This is an optimization exercise on Yosys and OpenROAD, whose aim is small area and few clock cycles, not a production implementation.
The RTL was checked by simulation tests, not by an equivalence proof against the original design.
Power is estimated from default activity; no workload was simulated.

==> flow/design.v <==
`timescale 1ns / 1ps
module sorted_timed_command_queue_unit (
  input  logic         clk,
  input  logic         rst_n,
  input  logic         in_tvalid,
  output logic         in_tready,
  input  logic [119:0] in_tdata,
  input  logic [1:0]   in_tuser,
  output logic         out_tvalid,
  input  logic         out_tready,
  output logic [63:0]  out_tdata,
  output logic [1:0]   out_tuser
);
  localparam int N  = 16;
  localparam int NP = 4;        
  localparam int SP = N / NP;   
  logic [31:0] in_now, in_delay, in_pay;
  logic [7:0]  in_cmd, in_sub;
  logic [3:0]  in_slot;
  assign in_now   = in_tdata[31:0];
  assign in_delay = in_tdata[63:32];
  assign in_cmd   = in_tdata[71:64];
  assign in_sub   = in_tdata[79:72];
  assign in_pay   = in_tdata[111:80];
  assign in_slot  = in_tdata[115:112];
  logic is_add, is_rem, is_poll;
  assign is_add  = (in_tuser == 2'd0);
  assign is_rem  = (in_tuser == 2'd1);
  assign is_poll = (in_tuser == 2'd2);
  logic [31:0]  due_q [N];
  logic [7:0]   cmd_q [N];
  logic [7:0]   sub_q [N];
  logic [31:0]  pay_q [N];
  logic [N-1:0] valid_q;    
  logic [N-1:0] popv_q;     
  logic [31:0]  s_due_q;
  logic [7:0]   s_cmd_q, s_sub_q;
  logic [31:0]  s_pay_q;
  logic         s_valid_q;
  logic         s_pop_q;
  logic [4:0]   list_q [N];
  logic [4:0]   count_q;
  logic         out_tvalid_q;
  logic [1:0]   status_q;
  logic [3:0]   slot_q;
  logic [32:0] sum;
  logic        sat;
  logic [31:0] new_due;
  assign sum     = {1'b0, in_now} + {1'b0, in_delay};
  assign sat     = sum[32];
  assign new_due = sum[31:0] | {32{sat}};
  logic [31:0] key;
  logic        cin;
  assign key = is_poll ? in_now : sum[31:0];
  assign cin = is_poll;
  function automatic logic after(input logic [31:0] a, input logic [31:0] b, input logic ci);
    logic c;
    c = ci;
    for (int i = 0; i < 32; i++) c = (a[i] & ~b[i]) | (a[i] & c) | (~b[i] & c);
    after = c;
  endfunction
  logic [N-1:0] le;
  logic         s_le;
  always_comb begin
    for (int x = 0; x < N; x++) le[x] = (sat && !is_poll) || !after(due_q[x], key, cin);
    s_le = (sat && !is_poll) || !after(s_due_q, key, cin);
  end
  logic [N-1:0] held, thr;
  logic [3:0]   pos;
  always_comb begin
    for (int r = 0; r < N; r++) begin
      held[r] = (5'(r) < count_q);
      thr[r]  = held[r] && (list_q[r][4] ? s_le : le[list_q[r][3:0]]);
    end
    pos[3] = thr[7];
    pos[2] = (thr[3] && !thr[7]) || thr[11];
    pos[1] = (thr[1] && !thr[3]) || (thr[5] && !thr[7]) || (thr[9] && !thr[11]) || thr[13];
    pos[0] = 1'b0;
    for (int r = 0; r < N; r += 2) pos[0] = pos[0] || (thr[r] && !thr[r + 1]);
  end
  logic [NP-1:0] pfree, pwr;
  logic          any_free;
  logic [3:0]    wplace;
  always_comb begin
    logic seen;
    seen   = 1'b0;
    wplace = '0;
    for (int k = 0; k < NP; k++) begin
      pfree[k] = !valid_q[(SP * k + N - 1) % N] && !(popv_q[(SP * k + N - 1) % N] && !out_tready);
      if (pfree[k] && !seen) wplace = 4'(SP * k);
      seen     = seen || pfree[k];
    end
    any_free = seen;
  end
  logic in_fire, full, stall;
  assign full      = (count_q == 5'd16);
  assign stall     = is_add && !full && s_valid_q && !any_free;
  assign in_tready = (!out_tvalid_q || out_tready) && !stall;
  assign in_fire   = in_tvalid && in_tready;
  logic [3:0] drank;
  logic [4:0] dloc;
  assign drank = is_poll ? 4'd0 : in_slot;
  assign dloc  = list_q[drank];
  logic head_due, slot_ok, add_ok, del_ok, pop;
  assign head_due = thr[0];
  assign slot_ok  = ({1'b0, in_slot} < count_q);
  assign add_ok   = in_fire && is_add && !full;
  assign pop      = is_poll && head_due;
  assign del_ok   = in_fire && ((is_rem && slot_ok) || pop);
  logic drain, direct, wr, wvalid, s_del;
  assign drain  = s_valid_q && any_free;
  assign direct = add_ok && !s_valid_q && any_free;
  assign wr     = drain || direct;
  assign s_del  = del_ok && dloc[4];
  assign wvalid = s_valid_q ? !s_del : 1'b1;
  always_comb for (int k = 0; k < NP; k++) pwr[k] = wr && (wplace == 4'(SP * k));
  logic [31:0] w_due, w_pay;
  logic [7:0]  w_cmd, w_sub;
  assign w_due = s_valid_q ? s_due_q : new_due;
  assign w_cmd = s_valid_q ? s_cmd_q : in_cmd;
  assign w_sub = s_valid_q ? s_sub_q : in_sub;
  assign w_pay = s_valid_q ? s_pay_q : in_pay;
  logic [N-1:0] del_oh, head_oh;
  always_comb begin
    for (int x = 0; x < N; x++) begin
      del_oh[x]  = del_ok && !dloc[4] && (dloc[3:0] == 4'(x));
      head_oh[x] = !list_q[0][4] && (list_q[0][3:0] == 4'(x));
    end
  end
  always_ff @(posedge clk) begin
    for (int x = 0; x < N; x++) begin
      if (x % SP == 0 && pwr[x / SP]) begin
        due_q[x] <= w_due;
        cmd_q[x] <= w_cmd;
        sub_q[x] <= w_sub;
        pay_q[x] <= w_pay;
      end else begin
        due_q[x] <= due_q[(x + N - 1) % N];
        cmd_q[x] <= cmd_q[(x + N - 1) % N];
        sub_q[x] <= sub_q[(x + N - 1) % N];
        pay_q[x] <= pay_q[(x + N - 1) % N];
      end
    end
  end
  always_ff @(posedge clk) begin
    if (add_ok && (s_valid_q || !any_free)) begin
      s_due_q <= new_due;
      s_cmd_q <= in_cmd;
      s_sub_q <= in_sub;
      s_pay_q <= in_pay;
    end
  end
  logic [4:0] mv [N];
  logic [4:0] nloc;
  always_comb begin
    for (int r = 0; r < N; r++) begin
      if (list_q[r][4]) mv[r] = drain ? {1'b0, wplace} : 5'd16;
      else              mv[r] = {1'b0, list_q[r][3:0] + 4'd1};
    end
    nloc = direct ? {1'b0, wplace} : 5'd16;
  end
  always_ff @(posedge clk) begin
    for (int r = 0; r < N; r++) begin
      if (add_ok && !thr[r]) begin
        if (r == 0 || thr[(r + N - 1) % N]) list_q[r] <= nloc;
        else                                list_q[r] <= mv[(r + N - 1) % N];
      end else if (del_ok && 4'(r) >= drank) begin
        list_q[r] <= mv[(r + 1) % N];
      end else begin
        list_q[r] <= mv[r];
      end
    end
  end
  logic out_fire;
  assign out_fire = out_tvalid_q && out_tready;
  always_ff @(posedge clk) begin
    if (!rst_n) begin
      valid_q      <= '0;
      popv_q       <= '0;
      s_valid_q    <= 1'b0;
      s_pop_q      <= 1'b0;
      count_q      <= '0;
      out_tvalid_q <= 1'b0;
    end else begin
      for (int x = 0; x < N; x++) begin
        if (x % SP == 0 && pwr[x / SP]) valid_q[x] <= wvalid;
        else valid_q[x] <= valid_q[(x + N - 1) % N] && !del_oh[(x + N - 1) % N];
      end
      if (add_ok && (s_valid_q || !any_free)) s_valid_q <= 1'b1;
      else if (drain || s_del)               s_valid_q <= 1'b0;
      if (in_fire) begin
        for (int x = 0; x < N; x++) popv_q[x] <= pop && head_oh[(x + N - 1) % N];
        s_pop_q <= pop && list_q[0][4];
      end else if (out_fire) begin
        popv_q  <= '0;
        s_pop_q <= 1'b0;
      end else begin
        for (int x = 0; x < N; x++) popv_q[x] <= popv_q[(x + N - 1) % N];
      end
      if (add_ok)      count_q <= count_q + 5'd1;
      else if (del_ok) count_q <= count_q - 5'd1;
      out_tvalid_q <= in_fire || (out_tvalid_q && !out_tready);
    end
  end
  always_ff @(posedge clk) begin
    if (in_fire) begin
      if (is_add)       status_q <= full ? 2'd1 : 2'd0;
      else if (is_rem)  status_q <= slot_ok ? 2'd0 : 2'd2;
      else if (is_poll) status_q <= head_due ? 2'd0 : 2'd3;
      else              status_q <= 2'd3;
      slot_q <= (is_add && !full) ? pos : 4'd0;
    end
  end
  logic [7:0]  ocmd, osub;
  logic [31:0] opay;
  always_comb begin
    ocmd = s_cmd_q & {8{s_pop_q}};
    osub = s_sub_q & {8{s_pop_q}};
    opay = s_pay_q & {32{s_pop_q}};
    for (int x = 0; x < N; x++) begin
      ocmd = ocmd | (cmd_q[x] & {8{popv_q[x]}});
      osub = osub | (sub_q[x] & {8{popv_q[x]}});
      opay = opay | (pay_q[x] & {32{popv_q[x]}});
    end
  end
  assign out_tvalid = out_tvalid_q;
  assign out_tuser  = status_q;
  assign out_tdata  = {7'd0, count_q, opay, osub, ocmd, slot_q};
endmodule
==> flow/config.mk <==
export PLATFORM = sky130hd
export DESIGN_NAME = sorted_timed_command_queue_unit
export DESIGN_NICKNAME = sorted_timed_command_queue_unit
export VERILOG_FILES = /design/flow/design.v
export SDC_FILE = /design/flow/constraint.sdc
export NUM_CORES = 4
export LEC_CHECK = 0
export CAP_MARGIN = 20
export CORE_MARGIN = 2
export CORE_UTILIZATION = 60
export CTS_CLUSTER_DIAMETER = 80
export CTS_CLUSTER_SIZE = 30
export GPL_TIMING_DRIVEN = 0
export SLEW_MARGIN = 20
==> flow/constraint.sdc <==
create_clock -name core_clock -period 8.0 [get_ports {clk}]
set_input_delay 1.6000 -clock core_clock [delete_from_list [all_inputs] [get_ports {clk}]]
set_output_delay 1.6000 -clock core_clock [all_outputs]
set_load 0.01 [all_outputs]
standard.sh (not shown) runs the stock make flow with config.mk's settings and CLKGATE_MAP_FILE= SYNTH_SCRIPT=/design/flow/synth_recipe.tcl, a recipe that flattens the netlist after the stock synthesis.
==> flow/flow/run.sh <==
#!/bin/bash
set -e
export BUFFER_PORTS_ARGS="-buffer_cell sky130_fd_sc_hd__buf_2"
bash standard.sh > standard.log 2>&1
The starting point reached the layout checks and failed them: negative setup slack.
Testbench counts at the start, summed over its fixed seeds: cycles 12,243.
==> next run, changes <==
Settings changed: GPL_TIMING_DRIVEN 0 to unset.
After rerunning:
- The changed run finished with timing, DRC and antenna clean
- design area went up by 1.0%
- via count goes down by 7.2%
- wire length shrinks by 19%
- power falls by 1.5%
- cell count went down by 0.41%
- worst setup slack improved by 0.60 ns
- sequential power is higher by 3.7%

## what the ideal ports hide
No port has a modelled driver above. Below, the same layouts with a new extraction and two added sets of constraints.
Step 1 assumes that a clkbuf_16 drives the clock port and a buf_2 every other input.
Step 2 moves the port delays by t, midway between the first and last clock arrival at a register: inputs arrive t later, outputs are due t later. That takes back most of the time a late clock gives input paths.
Three values: ideal, step 1, step 2; two values: the first two.
run	t (ns)	setup WS [ns]	hold slack, ns	worst data-port slew with drivers (ns)
the first run	0.762	-0.209 / -0.155 / -0.917	0.342 / 0.342 / 0.342	0.09
the second run	0.750	0.388 / 0.432 / -0.318	0.350 / 0.350 / 0.350	0.12
With both steps, setup timing fails in the second run, where it was met with ideal ports. The setup slack of the first run, which loses most, moves by +0.054 ns with the drivers and by -0.708 ns with both steps.
